Source: an optimization exercise on an open RTL-to-GDS flow (aim: small area, a short achievable clock period and few clock cycles per item). Production flows keep margins and buffers that such runs may drop. At most, simulation tests tie the RTL to the original design; equivalence was not proved. Function not checked in run 1: the RTL went through the layout flow alone.

## flow/design.v (module list and top-level ports; edited modules follow where they fit)
// module matrix_loader: 44 lines
// module matrix_store: 25 lines
// module dot4_8x8: 740 lines
// module dot4_18x8_acc: 1718 lines
// module mmt_top: 131 lines
module mmt_top (
	input  logic clk,
	input  logic rst_n,
	input  logic in_valid,
	input  logic in_valid2,
	input  mmt_pkg::elem_t matrix,
	input  mmt_pkg::mat_idx_t matrix_idx,
	input  mmt_pkg::mode_t mode,
	output logic out_valid,
	output mmt_pkg::acc_t out_value
);
  // ...
==> flow/run.sh <==
#!/bin/bash
# synth_recipe.tcl (not shown) runs the flow's synth.tcl, then flattens the netlist and writes it again
# the make line also repeats each setting of config.mk as NAME=value (left out here)
make -C /OpenROAD-flow-scripts/flow DESIGN_CONFIG=/design/flow/config.mk WORK_HOME=/design/flow/orfs CLKGATE_MAP_FILE= SYNTH_SCRIPT=/design/flow/synth_recipe.tcl finish
==> flow/config.mk <==
export PLATFORM = sky130hd
export DESIGN_NAME = mmt_top
export DESIGN_NICKNAME = mmt_top
export VERILOG_FILES = /design/flow/design.v
export SDC_FILE = /design/flow/constraint.sdc
export NUM_CORES = 4
export LEC_CHECK = 0
export CAP_MARGIN = 20
export CORE_MARGIN = 2
export CORE_UTILIZATION = 40
export SLEW_MARGIN = 20
==> flow/constraint.sdc <==
create_clock -name core_clock -period 8.0 [get_ports {clk}]
set_input_delay 1.6000 -clock core_clock [delete_from_list [all_inputs] [get_ports {clk}]]
set_output_delay 1.6000 -clock core_clock [all_outputs]
set_load 0.01 [all_outputs]
==> impl_summary.txt, run 1 <==
----------------------------------------------------
[Clock network]
  Deepest clock path buffer count ... 3
  Total of cells resized after clock tree synthesis ... 0

[Global routing]
  GR Layer Usage met1 ... 30.1%
  Met3 track utilization from global routing ... approximately 4.9%
  Most used routing layer ... met2
  Congestion Overflow GR ... 0

[Logic synthesis]
  Dominant cell by count in the synthesized netlist ... sky130_fd_sc_hd__inv_1
  Ranking of synthesized cells by instance count ... sky130_fd_sc_hd__inv_1, sky130_fd_sc_hd__fa_1, sky130_fd_sc_hd__dfxtp_1

[Routing]
  Initial DRT Pass Iterations ... 5
  Number of nets with antenna violations after detailed routing ... 0
  DR iter-0 viols ... 5366

[Cells and area]
  Largest cell class by area ... multi-input combinational cells
  Most flops, register ... u_store.mem

[Setup path]
  Family of cells with the greatest summed delay on the critical path ... adder cells
  Cell mode on critical path ... sky130_fd_sc_hd__fa_1
  Worst path arrival time ... 6.43 ns

[Placed design]
  Instance count after placement with tap cells included ... 11.4k
  I/O Buffers ... 66
  Worst setup slack before clock tree synthesis ... 2.16 ns

[Outcome]
  Status ... timing/DRC/antenna clean

[Timing]
  Slew of the pin with the lowest slew margin ... between 1 and 1.5 ns
  Min Clock Period, post-route ... roughly 5.7 ns
  Setup total negative slack ... 0 ns
  Max Clock Skew ... about 0.065 ns

[Floorplanning]
  Number of top-level design ports ... 70
  Rows ... roughly 180
  Tap cell count ... 3312
  Initial cell density of the core ... 40.2%

[Min path]
  Capture endpoint of the worst hold path ... u_loader.wr_addr[5]
  HP Class ... reg2reg

----------------------------------------------------
==> module mmt_top, before the edit <==
module mmt_top (
	input  logic clk,
	input  logic rst_n,
	input  logic in_valid,
	input  logic in_valid2,
	input  mmt_pkg::elem_t matrix,
	input  mmt_pkg::mat_idx_t matrix_idx,
	input  mmt_pkg::mode_t mode,
	output logic out_valid,
	output mmt_pkg::acc_t out_value
);
	localparam int rw = 28;    
	logic wr_en;
	logic [5:0] wr_addr;
	mmt_pkg::elem_t wr_data;
	mmt_pkg::mode_t mode_r;
	logic [1:0] idx_ac;
	logic [1:0] idx_b;
	logic q_second;
	mmt_pkg::mat_t mat_ac;
	mmt_pkg::mat_t mat_b;
	matrix_loader u_loader (
		.clk(clk),
		.rst_n(rst_n),
		.in_valid(in_valid),
		.in_valid2(in_valid2),
		.matrix(matrix),
		.matrix_idx(matrix_idx),
		.mode(mode),
		.wr_en(wr_en),
		.wr_addr(wr_addr),
		.wr_data(wr_data),
		.mode_r(mode_r),
		.idx_ac(idx_ac),
		.idx_b(idx_b),
		.q_second(q_second)
	);
	matrix_store u_store (
		.clk(clk),
		.wr_en(wr_en),
		.wr_addr(wr_addr),
		.wr_data(wr_data),
		.sel_ac(idx_ac),
		.sel_b(idx_b),
		.mat_ac(mat_ac),
		.mat_b(mat_b)
	);
	logic [2:0] cnt;
	logic last;
	assign last = (cnt == 3'd7);
	always_ff @(posedge clk or negedge rst_n) begin
		if (!rst_n) begin
			cnt <= 3'd0;
		end else if (q_second) begin
			cnt <= 3'd1;
		end else if (cnt != 3'd0) begin
			cnt <= cnt + 3'd1;
		end
	end
	function automatic logic [127:0] transpose(input logic [127:0] m);
		for (int r = 0; r < 4; r++) begin
			for (int c = 0; c < 4; c++) begin
				transpose[8*(4*c+r) +: 8] = m[8*(4*r+c) +: 8];
			end
		end
	endfunction
	logic load_c;
	logic trans_ac;
	mmt_pkg::mat_t mat_ac_t;
	mmt_pkg::mat_t a_work;
	mmt_pkg::mat_t c_work;
	mmt_pkg::mat_t m_op;
	assign load_c = (cnt == 3'd2);
	assign trans_ac = load_c ? (mode_r != 2'd3) : (mode_r == 2'd1);
	assign mat_ac_t = trans_ac ? transpose(mat_ac) : mat_ac;
	assign m_op = (mode_r == 2'd2) ? transpose(mat_b) : mat_b;
	always_ff @(posedge clk) begin
		a_work <= q_second ? mat_ac_t : {a_work[127:96], a_work[127:32]};
		c_work <= load_c ? mat_ac_t : {c_work[127:96], c_work[127:32]};
	end
	logic [17:0] u [0:3];
	logic [17:0] u_r [0:3];
	for (genvar j = 0; j < 4; j++) begin : g_s1
		dot4_8x8 u_dot (
			.clk(clk),
			.x0(a_work[7:0]),
			.x1(a_work[15:8]),
			.x2(a_work[23:16]),
			.x3(a_work[31:24]),
			.m0(m_op[8*(0+j) +: 8]),
			.m1(m_op[8*(4+j) +: 8]),
			.m2(m_op[8*(8+j) +: 8]),
			.m3(m_op[8*(12+j) +: 8]),
			.u(u[j])
		);
	end
	always_ff @(posedge clk) begin
		for (int j = 0; j < 4; j++) begin
			u_r[j] <= u[j];
		end
	end
	logic [rw-1:0] acc;
	logic [rw-1:0] acc_in;
	logic [rw-1:0] r;
	assign acc_in = (cnt == 3'd4) ? '0 : acc;
	dot4_18x8_acc u_s2 (
		.clk(clk),
		.u0(u_r[0]),
		.u1(u_r[1]),
		.u2(u_r[2]),
		.u3(u_r[3]),
		.y0(c_work[7:0]),
		.y1(c_work[15:8]),
		.y2(c_work[23:16]),
		.y3(c_work[31:24]),
		.acc(acc_in),
		.r(r)
	);
	always_ff @(posedge clk) begin
		acc <= r;
	end
	always_ff @(posedge clk or negedge rst_n) begin
		if (!rst_n) begin
			out_valid <= 1'b0;
			out_value <= '0;
		end else begin
			out_valid <= last;
			out_value <= last ? 50'($signed(r)) : '0;
		end
	end
endmodule
==> run 2: changes to the inputs <==
--- a/flow/design.v
+++ b/flow/design.v
@@ -2556,6 +2556,8 @@
 	output mmt_pkg::acc_t out_value
 );
 	localparam int rw = 28;    
+	localparam int p1 = 1;     
+	localparam int p2 = 1;     
 	logic wr_en;
 	logic [5:0] wr_addr;
 	mmt_pkg::elem_t wr_data;
@@ -2593,7 +2595,7 @@
 	);
 	logic [2:0] cnt;
 	logic last;
-	assign last = (cnt == 3'd7);
+	assign last = (cnt == 3'(5 + p1 + p2));
 	always_ff @(posedge clk or negedge rst_n) begin
 		if (!rst_n) begin
 			cnt <= 3'd0;
@@ -2610,20 +2612,18 @@
 			end
 		end
 	endfunction
-	logic load_c;
-	logic trans_ac;
 	mmt_pkg::mat_t mat_ac_t;
 	mmt_pkg::mat_t a_work;
-	mmt_pkg::mat_t c_work;
 	mmt_pkg::mat_t m_op;
-	assign load_c = (cnt == 3'd2);
-	assign trans_ac = load_c ? (mode_r != 2'd3) : (mode_r == 2'd1);
-	assign mat_ac_t = trans_ac ? transpose(mat_ac) : mat_ac;
+	logic [1:0] tc;
+	logic [31:0] y_op;
+	assign mat_ac_t = ((cnt == 3'd0) ? (mode_r == 2'd1) : (mode_r != 2'd3)) ? transpose(mat_ac) : mat_ac;
 	assign m_op = (mode_r == 2'd2) ? transpose(mat_b) : mat_b;
 	always_ff @(posedge clk) begin
 		a_work <= q_second ? mat_ac_t : {a_work[127:96], a_work[127:32]};
-		c_work <= load_c ? mat_ac_t : {c_work[127:96], c_work[127:32]};
 	end
+	assign tc = 2'(cnt - 3'(2 + p1));
+	assign y_op = mat_ac_t[32*tc +: 32];
 	logic [17:0] u [0:3];
 	logic [17:0] u_r [0:3];
 	for (genvar j = 0; j < 4; j++) begin : g_s1
@@ -2648,17 +2648,17 @@
 	logic [rw-1:0] acc;
 	logic [rw-1:0] acc_in;
 	logic [rw-1:0] r;
-	assign acc_in = (cnt == 3'd4) ? '0 : acc;
+	assign acc_in = (cnt == 3'(2 + p1 + p2)) ? '0 : acc;
 	dot4_18x8_acc u_s2 (
 		.clk(clk),
 		.u0(u_r[0]),
 		.u1(u_r[1]),
 		.u2(u_r[2]),
 		.u3(u_r[3]),
-		.y0(c_work[7:0]),
-		.y1(c_work[15:8]),
-		.y2(c_work[23:16]),
-		.y3(c_work[31:24]),
+		.y0(y_op[7:0]),
+		.y1(y_op[15:8]),
+		.y2(y_op[23:16]),
+		.y3(y_op[31:24]),
 		.acc(acc_in),
 		.r(r)
 	);
@@ -2671,7 +2671,7 @@
 			out_value <= '0;
 		end else begin
 			out_valid <= last;
-			out_value <= last ? 50'($signed(r)) : '0;
+			out_value <= last ? {{(50 - rw){r[rw-1]}}, r} : '0;
 		end
 	end
 endmodule
==> run 2 against run 1 <==
- still clean
- first-iteration DRC count rose by 7.7%
- non-clock buffer count rose by 6
- fmax fell by 7.7%
- area after synthesis fell by 2.7%
- worst setup slack got worse by 0.48 ns
- via count fell by 1.5%
- critical path depth fell by 1
- global-route usage rose by 0.69 points
- routed wire length rose by 0.24%
- sequential share of layout area fell by 1.7 points
==> impl_summary.txt, run 2 <==
----------------------------------------------------
[Floorplanning]
  Vertical extent of the die ... slightly below 500 microns
  Die ar. ... 245000 sq um
  Rows ... 180 (-1.1%)
  Number of top-level design ports ... 70 (unchanged)
  Placeable core region ... 240000 sq um
  Initial cell density of the core ... 40.1% (-0.083 points)
  Die width ... 495 microns

[Placed design]
  Half-perimeter wire length of the detailed placement result ... 205 mm
  Worst setup slack before clock tree synthesis ... 1.56 ns (-0.602 ns)
  Global placer's final weighted congestion ... a little under 0.9
  I/O Buffers ... 66 (unchanged)

[Setup path]
  Critical path start-end classification ... reg2reg
  Worst path arrival time ... 6.86 ns (+0.43 ns)
  Data required time at the worst endpoint ... between 8 and 9 ns
  R2r endpoint ... u_s2.t_pipe[149]
  Category of the worst setup path capture point ... flip-flop
  Critical Path Fanout Max ... 18
  Element type at the critical path start ... flip-flop
  Reg2Reg Setup Slack ... 1.81 ns
  List of cells traversed by the critical path ... clkinv_1 -> ha_1 -> nand2b_1 -> nor2_1 -> a21oi_4 -> buf_16 -> mux2i_1 -> and2_0 -> o31a_1 -> nor2b_1 -> fa_1 -> inv_1 -> fa_1 -> inv_1 -> fa_1 -> fa_1
  Worst Reg2Reg Path Length in Cells ... 16
  Origin of the critical flop-to-flop path ... cnt[0]
  Slowest Stage Delay on Critical Path ... 0.87 ns
  Cell type of the slowest stage on the worst timing path ... sky130_fd_sc_hd__o31a_1
  Cell mode on critical path ... sky130_fd_sc_hd__fa_1

[Logic synthesis]
  Count of unique library cells instantiated by Yosys ... 68
  Warnings, synthesis ... 9
  Post-Synthesis Cell Area ... 96400 sq um
  Fraction of synthesis flops using an asynchronous set or reset pin ... 2.69%
  Post-synthesis sequential area ratio ... 37.6%
  Cell type with the highest aggregate area in the netlist ... sky130_fd_sc_hd__fa_1
  Mapped Nets ... 9582
  Portion of synthesized cell area occupied by the leading cell type ... 30.0%
  Most used flip-flop cell after synthesis ... sky130_fd_sc_hd__dfxtp_1
  Cells taking the most area after synthesis ... sky130_fd_sc_hd__fa_1, sky130_fd_sc_hd__dfxtp_1, sky130_fd_sc_hd__edfxtp_1
  Dominant cell by count in the synthesized netlist ... sky130_fd_sc_hd__inv_1
  Mean Syn Cell Area ... 12.1 sq um
  Synthesized instance count ... 7954
  Synthesized flop and latch total ... around 1.5k
  Ranking of synthesized cells by instance count ... sky130_fd_sc_hd__inv_1, sky130_fd_sc_hd__fa_1, sky130_fd_sc_hd__dfxtp_1
  Post-synth EDFFs ... 550

[Global routing]
  Vias in the first global route ... 61.7k
  Global routing usage summed across all routing layers ... 22.9%
  Congestion Overflow GR ... 0 (unchanged)
  Number of antenna violations at the first check in global routing ... 19
  Wire length of the first global-routing pass ... 409 mm
  Largest net degree at the start of global routing ... 105

[Routing]
  Final WL ... 276 mm
  Initial DRT Pass Iterations ... 6 (+1)
  WL per Instance ... 24.4 microns
  Average via count per standard cell ... 5.16
  Number of nets with antenna violations after detailed routing ... 0 (unchanged)
  Via count ... 58.6k
  DR iter-0 viols ... 5781 (+7.7%)
  Post-detailed-route DRC marker count ... 0

[Cells and area]
  Flip-flop count of the largest register, all copies and words added ... 512
  Fraction of final layout cells sized beyond drive strength 1 ... 9.71%
  Largest registers in the final layout ... u_store.mem x512, g_s1.u_dot.t_pipe x508, u_s2.t_pipe x217
  Area delta synth->final ... 10.3%
  Most frequent cells in the layout ... sky130_fd_sc_hd__inv_1, sky130_fd_sc_hd__fa_1, sky130_fd_sc_hd__dfxtp_1
  Count of nets after finishing ... 9634
  Most flops, register ... u_store.mem
  Commonest non-fill, non-tap cell in the layout ... sky130_fd_sc_hd__inv_1

[Timing]
  Hold Fails Final Rpt ... 0
  Slew of the pin with the lowest slew margin ... 1.24 ns (-0.101 ns)
  Worst Slack Setup Final ... approximately 1.8 ns
  Setup repair after global routing missed its margin ... no
  Min Clock Period, post-route ... 6.19 ns (+0.476 ns)
  Max Clock Skew ... 0.0502 ns (-0.0153 ns)
  Fmax achieved ... around 160 MHz
  Setup total negative slack ... 0 ns (unchanged)
  Final Cycle Share ... between 70% and 80%
  Max-slew headroom at the worst pin ... 17.6%
  Final setup violation count ... 0
  Max-slew violation count ... 0

[Min path]
  Capture endpoint of the worst hold path ... u_loader.wr_addr[5]
  HP Class ... reg2reg
  Start point of the worst hold path ... u_loader.load_cnt[5]
  Worst hold path depth ... 0

[Outcome]
  Status ... timing/DRC/antenna clean

[Clock network]
  TritonCTS sink count ... about 1.5k
  Total number of H-tree levels ... 4
  Clk pin slew, worst setup/hold paths ... 0.07 ns
  Total of cells resized after clock tree synthesis ... 0 (unchanged)
  Clock root buffer ... sky130_fd_sc_hd__clkbuf_16
  Hold-fix buffers at CTS ... 0
  Deepest clock path buffer count ... 3 (unchanged)
  Number of buffers created by CTS ... between 150 and 200
  Clock tree from TritonCTS ... done
  Post CTS Setup Buffer Count ... 0
  Clock insertion delay at the later pin of the skew report ... 0.84 ns

[Job]
  Number of max-cap violations ... 0

----------------------------------------------------
[run 2: worst max-delay path by stage]
| stage | startpoint | endpoint | slack (ns) | cells past startpoint |
|---|---|---|---|---|
| 2_1_floorplan | cnt[0] | u_s2.t_pipe[77] | 2.67 | 18 |
| 3_3_place_gp | cnt[0] | u_s2.t_pipe[68] | 1.65 | 15 |
| 3_5_place_dp | cnt[0] | u_s2.t_pipe[68] | 1.56 | 15 |
| 4_1_cts | cnt[0] | u_s2.t_pipe[68] | 1.54 | 15 |
| 5_1_grt | u_s2.t_pipe[60] | out_value[24] | 1.49 | 17 |
| 6_report | cnt[0] | u_s2.t_pipe[149] | 1.81 | 16 |
[run 2: final cells by class]
type / count / area [sq um]
repair buffers: 164 / 1510
diodes: 7 / 17.5
fillers: 22000 / 134000
clock buffers: 225 / 4690
multi-input cells: 4603 / 53200
inverters: 1546 / 5800
well taps: 3185 / 3990
flip-flops and latches: 1526 / 36300
clock inverters: 84 / 857
[run 2: kinds of logic after synthesis]
family	share of synthesized area [%]
simple gates	11.3
compound gates	2.10
mux	8.69
buf+inv	7.41
flops	37.6
xor+xnor	0.800
fa+ha+maj	32.1
[run 2: critical path, delay by kind of cell, from the launching register on]
family,cells,cell delay [ns]
buffers and inverters,4,0.64
flip-flops,1,0.36
AO/OA/AOI/OAI,2,1.38
AND/OR/NAND/NOR,4,0.59
adder cells (fa/ha/maj),5,2.42
multiplexers,1,0.59
[run 2: stage by stage]
stage,utilization (%),instance area [sq um],std cells,hold WS (ns)
after floorplan,-,96400,7954,0.366
after global placement,41.9,101000,11000,0.377
after detailed placement,42.0,101000,11000,0.377
after CTS,44.3,106000,11300,0.393
after global routing,44.3,106000,11300,0.402
final,44.3,106000,11300,0.391
[run 2: layer usage]
metal  global-route usage, %  share of wire, %  vias up  routed length, microns
li1                        -                 -    24700                       -
met1                    31.9                42    30700                  116000
met2                    36.1                46     2675                  127000
met3                    4.16               8.6      555                   23800
met4                    7.77               3.6        6                   10000
met5                       0             0.015        -                      41
Testbench counts of run 2, summed over its fixed seeds: cycles 5,196, queries 576.

what the ideal ports hide:
The results above use ideal ports. As a check the final layouts listed here were re-extracted and re-timed, cells and wires unchanged. Step 1 assumes that a clkbuf_16 drives the clock port and a buf_2 every other input. Step 2, shift: input delay + t, output delay - t, t = (earliest + latest rising clock arrival at the registers) / 2. This alone moves slack from input paths to output paths. Slacks: ideal ports / drivers / drivers and shift; pairs: ideal ports / drivers.
run | t (ns) | setup WS [ns] | pins driven straight from the clock port
run 1 | 0.911 | 2.284 / 2.284 / 2.284 | 1
run 2 | 0.909 | 1.808 / 1.808 / 1.808 | 1
After both steps setup and hold are still met in every run listed.
